This is an optimization exercise on Yosys and OpenROAD, whose aim is small area, a short achievable clock period and few clock cycles per item, not a production implementation.
RTL that was checked went through simulation tests only; none was proved equivalent to the original.
Power figures rest on the tool's default switching activity, not on a simulated workload.

## branch umber
==> flow/design.v (excerpt) <==
module int8_matrix_vector_zero_point_core #(
   parameter int MAX_COLS = 256
) (
   input  logic                                  clock,
   input  logic                                  reset,
   input  logic                                  req_valid,
   output logic                                  req_ready,
   input  logic                                  req_command,
   input  logic signed [i8mvz_pkg::ElemWidth-1:0] req_element,
   input  logic [i8mvz_pkg::IndexWidth-1:0]      req_element_index,
   output logic                                  rsp_valid,
   input  logic                                  rsp_ready,
   output logic signed [i8mvz_pkg::SumWidth-1:0] rsp_row_sum,
   output logic [i8mvz_pkg::RowsWidth-1:0]       rsp_row_index,
   output logic                                  rsp_last_row,
   input  logic                                  csr_write_enable,
   input  logic [1:0]                            csr_index,
   input  logic [i8mvz_pkg::CsrWidth-1:0]        csr_write_data
);
export LEC_CHECK = 0
export CAP_MARGIN = 20
export CORE_MARGIN = 2
export CORE_UTILIZATION = 62
export CTS_CLUSTER_DIAMETER = 65
export CTS_CLUSTER_SIZE = 32
export PLACE_DENSITY = 0.72
export SETUP_SLACK_MARGIN = 0.3
export SLEW_MARGIN = 20
export SYNTH_MEMORY_MAX_BITS = 16384
create_clock -name core_clock -period 10.0 [get_ports {clock}]
standard.sh (not shown) runs the stock make flow with config.mk's settings and CLKGATE_MAP_FILE= SYNTH_SCRIPT=/design/flow/synth_recipe.tcl, a recipe that flattens the netlist after the stock synthesis.
==> flow/flow/run.sh <==
#!/bin/bash
# the standard flow (the standard.sh, standard synthesis unchanged) with two
# changes to how the layout is made:
#  - timing repair aims at a shorter clock period than the design's (a larger setup
#    margin); the design is still laid out and signed off at the design's period
#  - ports are buffered with buf_4 instead of the cell buffer_ports picks by default
# make's output goes to make.log; each ORFS step keeps its own log under orfs/logs.
set -euo pipefail
bash standard.sh SETUP_SLACK_MARGIN=6.6 \
   "BUFFER_PORTS_ARGS=-buffer_cell sky130_fd_sc_hd__buf_4" \
   finish > make.log 2>&1
Relative to branch umber, the following input files were edited for branch sierra:
diff --git a/flow/design.v b/flow/design.v
--- a/flow/design.v
+++ b/flow/design.v
@@ -318,53 +318,50 @@
          s3_first_ff <= s2_first_ff;
          s3_last_ff  <= s2_last_ff;
          s3_prod_ff  <= s2_prod;
       end
    end
    logic [AccW-1:0] acc_ff;
    logic [AccW-1:0] s3_prod_x;
    logic [RW-1:0]   rsp_row_index_ff;
    logic            rsp_last_row_ff;
    logic            row_zero_ff;       
    logic            x_end;             
+   logic [RW-1:0]   next_index;
    logic            next_last;
    assign s3_prod_x = {{(AccW-PW){s3_prod_ff[PW-1]}}, s3_prod_ff};
    always_ff @(posedge clock) begin
       if (reset) begin
          x_rowend_ff <= 1'b0;
       end else if (adv) begin
          x_rowend_ff <= s3_mat_ff && s3_last_ff;
       end
    end
    always_ff @(posedge clock) begin
-      acc_ff <= ((adv && s3_first_ff) ? AccW'(0) : acc_ff)
-                + (adv ? s3_prod_x : AccW'(0));
+      if (adv) begin
+         acc_ff <= (s3_first_ff ? AccW'(0) : acc_ff) + s3_prod_x;
+      end
    end
    assign x_end      = adv && s3_mat_ff && s3_last_ff;
+   assign next_index = row_zero_ff ? '0 : (rsp_row_index_ff + RW'(1));
    assign next_last  = row_zero_ff ? (rows_ff <= RW'(1))
                        : ({1'b0, rsp_row_index_ff} + (RW+1)'(2) >= {1'b0, rows_ff});
    always_ff @(posedge clock) begin
       if (reset) begin
          row_zero_ff <= 1'b1;
       end else if (x_end) begin
          row_zero_ff <= next_last;
       end else if (adv && s3_load_ff) begin
          row_zero_ff <= 1'b1;
       end
    end
    always_ff @(posedge clock) begin
-      if (x_end && row_zero_ff) begin
-         rsp_row_index_ff <= '0;
-      end else begin
-         rsp_row_index_ff <= rsp_row_index_ff + RW'(x_end);
-      end
-   end
-   always_ff @(posedge clock) begin
       if (x_end) begin
-         rsp_last_row_ff <= next_last;
+         rsp_row_index_ff <= next_index;
+         rsp_last_row_ff  <= next_last;
       end
    end
    assign rsp_valid     = x_rowend_ff;
    assign rsp_row_sum   = {{(SW-AccW){acc_ff[AccW-1]}}, acc_ff};
    assign rsp_row_index = rsp_row_index_ff;
    assign rsp_last_row  = rsp_last_row_ff;
 endmodule
Notes after the runs:
branch sierra against branch umber: share of the final layout cell area in multi-input gates moved down, total number of vias moved up.
When branch sierra is set beside branch umber, its final-stage net count turns out to be about 0.54% larger.
The combinational share of power in branch sierra was lower than what branch umber gave.
The higher fraction of power consumed by the clock network came out of branch umber.
When branch sierra is set beside branch umber, its utilization turns out to be 0.50 points smaller.
Testbench counts of branch sierra, summed over its fixed seeds: cycles 74,919, items 71,425.
Only the layout flow was run in branch umber; the RTL was not checked for function there.

==> afterwards: timing with drivers on the ports <==
No port has a modelled driver above. Below, the same layouts with a new extraction and two added sets of constraints.
Step 1, drivers: a clkbuf_16 drives clock and a buf_2 each remaining input, both assumed.
Step 2 adds t to the input delays and takes it off the output delays; t is the mean of the earliest and latest rising clock arrival at the registers after step 1. Input paths then give back, and output paths get back, about the clock's delay inside the block.
Slacks: ideal ports / drivers / drivers and shift; pairs: ideal ports / drivers.
run | t, ns | setup slack, ns | worst hold slack (ns) | worst setup path after step 2
branch umber | 0.748 | 6.167 / 6.189 / 5.441 | 0.321 / 0.321 / 0.321 | input to register
branch sierra | 0.750 | 6.594 / 6.532 / 6.051 | 0.315 / 0.315 / 0.315 | input to register
After both steps every run listed still meets setup and hold. The setup slack of branch umber, which loses most, moves by +0.022 ns with the drivers and by -0.726 ns with both steps.
